This is an optimization exercise on Yosys and OpenROAD, whose aim is a short achievable clock period and few clock cycles, not a production implementation.
In this exercise RTL edits were held to simulation tests only and were not proved equivalent to the original.
Power is estimated from default activity; no workload was simulated.

## the reference run
Design cpu_core, start of the top module:
module cpu_core (
    input  logic            clk,
    input  logic            rst,
    output cpu_pkg::addr_t  o_inst_addr,
    input  cpu_pkg::word_t  i_inst,
    input  logic            i_inst_valid,
    output cpu_pkg::addr_t  o_data_addr,
    input  cpu_pkg::word_t  i_data_in,
    output cpu_pkg::word_t  o_data_out,
    output logic            o_data_we,
    output logic            o_data_rd,
    input  logic            i_data_ready
);
Size in the first run: about 8200 cells after synthesis.
clock: 8.0 ns
lec_check: 0
abc_area: 1
cap_margin: 20
core_margin: 2
core_utilization: 40
setup_slack_margin: 5
slew_margin: 20
tns_end_percent: 100
run.sh (not shown) runs the stock make flow with config.mk's settings and CLKGATE_MAP_FILE= SYNTH_SCRIPT=/design/flow/synth_recipe.tcl, a recipe that flattens the netlist after the stock synthesis.
The reference run ended with every stage complete and zero timing, DRC or antenna violations.
Testbench counts of the reference run, summed over its fixed seeds: cycles 15,692.
Here is what was changed in the inputs of the trial run compared with the reference run.
--- a/flow/design.v
+++ b/flow/design.v
@@ -116,26 +116,26 @@
     input  cpu_pkg::word_t  i_inst,
     input  logic            i_inst_valid,
     output cpu_pkg::addr_t  o_data_addr,
     input  cpu_pkg::word_t  i_data_in,
     output cpu_pkg::word_t  o_data_out,
     output logic            o_data_we,
     output logic            o_data_rd,
     input  logic            i_data_ready
 );
     logic [31:2] pc;
     logic [31:0] e_a, e_b, e_s;      
     logic        e_fa, e_fb;         
+    logic [31:0] e_bx;               
     logic        e_fbp, e_fbn;       
-    logic        e_bp, e_bn;         
     logic [1:0]  e_fs;               
     logic [10:0] e_alu;              
     logic [31:0] e_sv;               
     logic        e_fsv;
     logic [4:0]  e_sa;               
     logic        e_fsa;
     logic [31:0] e_ca, e_cb;         
     logic        e_fca, e_fcb;
     logic [4:0]  e_dst;              
     logic        e_ld, e_st, e_br, e_bne, e_pred;
     logic        e_kill;             
     logic        e_v;                
@@ -320,26 +320,25 @@
             e_st   <= issue && f_sw;
             e_br   <= issue && f_br;
             e_v    <= issue;
         end
     end
     always_ff @(posedge clk) begin
         e_pc    <= pc;
         e_a     <= f_lui ? 32'd0 : f_rsv;
         e_b     <= f_b_imm ? f_immv : f_rtv;
         e_s     <= f_rtv;
         e_fa    <= !f_lui && f_rs_e;
         e_fb    <= !f_b_imm && f_rt_e;
-        e_bp    <= (f_b_imm || !f_rt_e) && !f_sub;
-        e_bn    <= (f_b_imm || !f_rt_e) && f_sub;
+        e_bx    <= f_sub ? ~(f_b_imm ? f_immv : f_rtv) : (f_b_imm ? f_immv : f_rtv);
         e_fbp   <= !f_b_imm && f_rt_e && !f_sub;
         e_fbn   <= !f_b_imm && f_rt_e && f_sub;
         e_fs    <= !f_rt_e ? 2'd0 : ek_ld ? 2'd2 : 2'd1;
         e_alu   <= f_alu;
         e_sv    <= f_rtv;
         e_fsv   <= f_r_ok && f_rt_e;
         e_sa    <= f_r_shv ? f_rsv[4:0] : i_inst[10:6];
         e_fsa   <= f_r_shv && f_rs_e;
         e_ca    <= f_rsv;
         e_cb    <= f_rtv;
         e_fca   <= f_br && f_rs_e;
         e_fcb   <= f_br && f_rt_e;
@@ -347,26 +346,25 @@
         e_pred  <= f_pred;
         e_alt   <= f_alt;
     end
     logic [31:0] a, b, s, sum, alu;
     logic [31:0] sv, shl, shr;
     logic [4:0]  amt;
     logic        e_sub, e_eq, e_taken;
     assign a = e_fa ? m_res : e_a;
     assign b = e_fb ? m_res : e_b;
     assign s = (e_fs == 2'd1) ? m_res : (e_fs == 2'd2) ? i_data_in : e_s;
     assign e_sub = e_alu[1] | e_alu[6] | e_alu[7];
     logic [31:0] bx;
-    assign bx = ({32{e_fbp}} & m_res) | ({32{e_fbn}} & ~m_res) |
-                ({32{e_bp}} & e_b) | ({32{e_bn}} & ~e_b);
+    assign bx = ({32{e_fbp}} & m_res) | ({32{e_fbn}} & ~m_res) | ({32{!e_fb}} & e_bx);
     ks_add #(.N(32), .L(5)) i_add (
         .a    (a),
         .b    (bx),
         .cin  (e_sub),
         .sum  (sum),
         .cout ()
     );
     assign sv  = e_fsv ? m_res : e_sv;
     assign amt = e_fsa ? m_res[4:0] : e_sa;
     assign shl = sv << amt;
     assign shr = 32'($signed({e_alu[10] & sv[31], sv}) >>> amt);
     logic [31:0] alu_o;
Findings:
Diff the trial run..the reference run | cell area | negligible
Number of buffers and inverters on the critical path: the trial run vs the reference run down 1
The trial run | status: complete | timing, DRC, antenna: pass
The trial run against the reference run: power went up about 2.6%; proportion of power drawn by the clock network went down 0.2 points; utilization fell by 1.5 points.
The delay of the slowest critical-path stage of the trial run is lower than that of the reference run.
In the trial run the routed wire length turned out 41000 um higher than in the reference run.
Register area delta for the trial run relative to the reference run: about 1.4% higher
The higher clock power came out of the trial run.
The reference run -> the trial run: highest clock rate increased by a little under 10%
Testbench counts of the trial run, summed over its fixed seeds: cycles 15,692.

-- static timing again, ports no longer ideal --
No port has a modelled driver above. Below, the same layouts with a new extraction and two added sets of constraints.
Step 1, drivers: a clkbuf_16 drives clk and a buf_2 each remaining input, both assumed.
Step 2 also shifts input and output timing later by t, the mid clock arrival at the registers, as if the neighbouring blocks saw the same clock.
Three values: ideal, step 1, step 2; two values: the first two.
run | t (ns) | setup WS [ns] | clock arrival spread, ns
the reference run | 0.912 | 4.356 / 4.359 / 3.446 | 0.075 / 0.075
the trial run | 0.954 | 4.669 / 4.586 / 3.632 | 0.085 / 0.085
After both steps every run listed still meets setup and hold. For the trial run, which loses most, drivers alone change the setup slack by -0.083 ns; drivers and shift together by -1.037 ns.
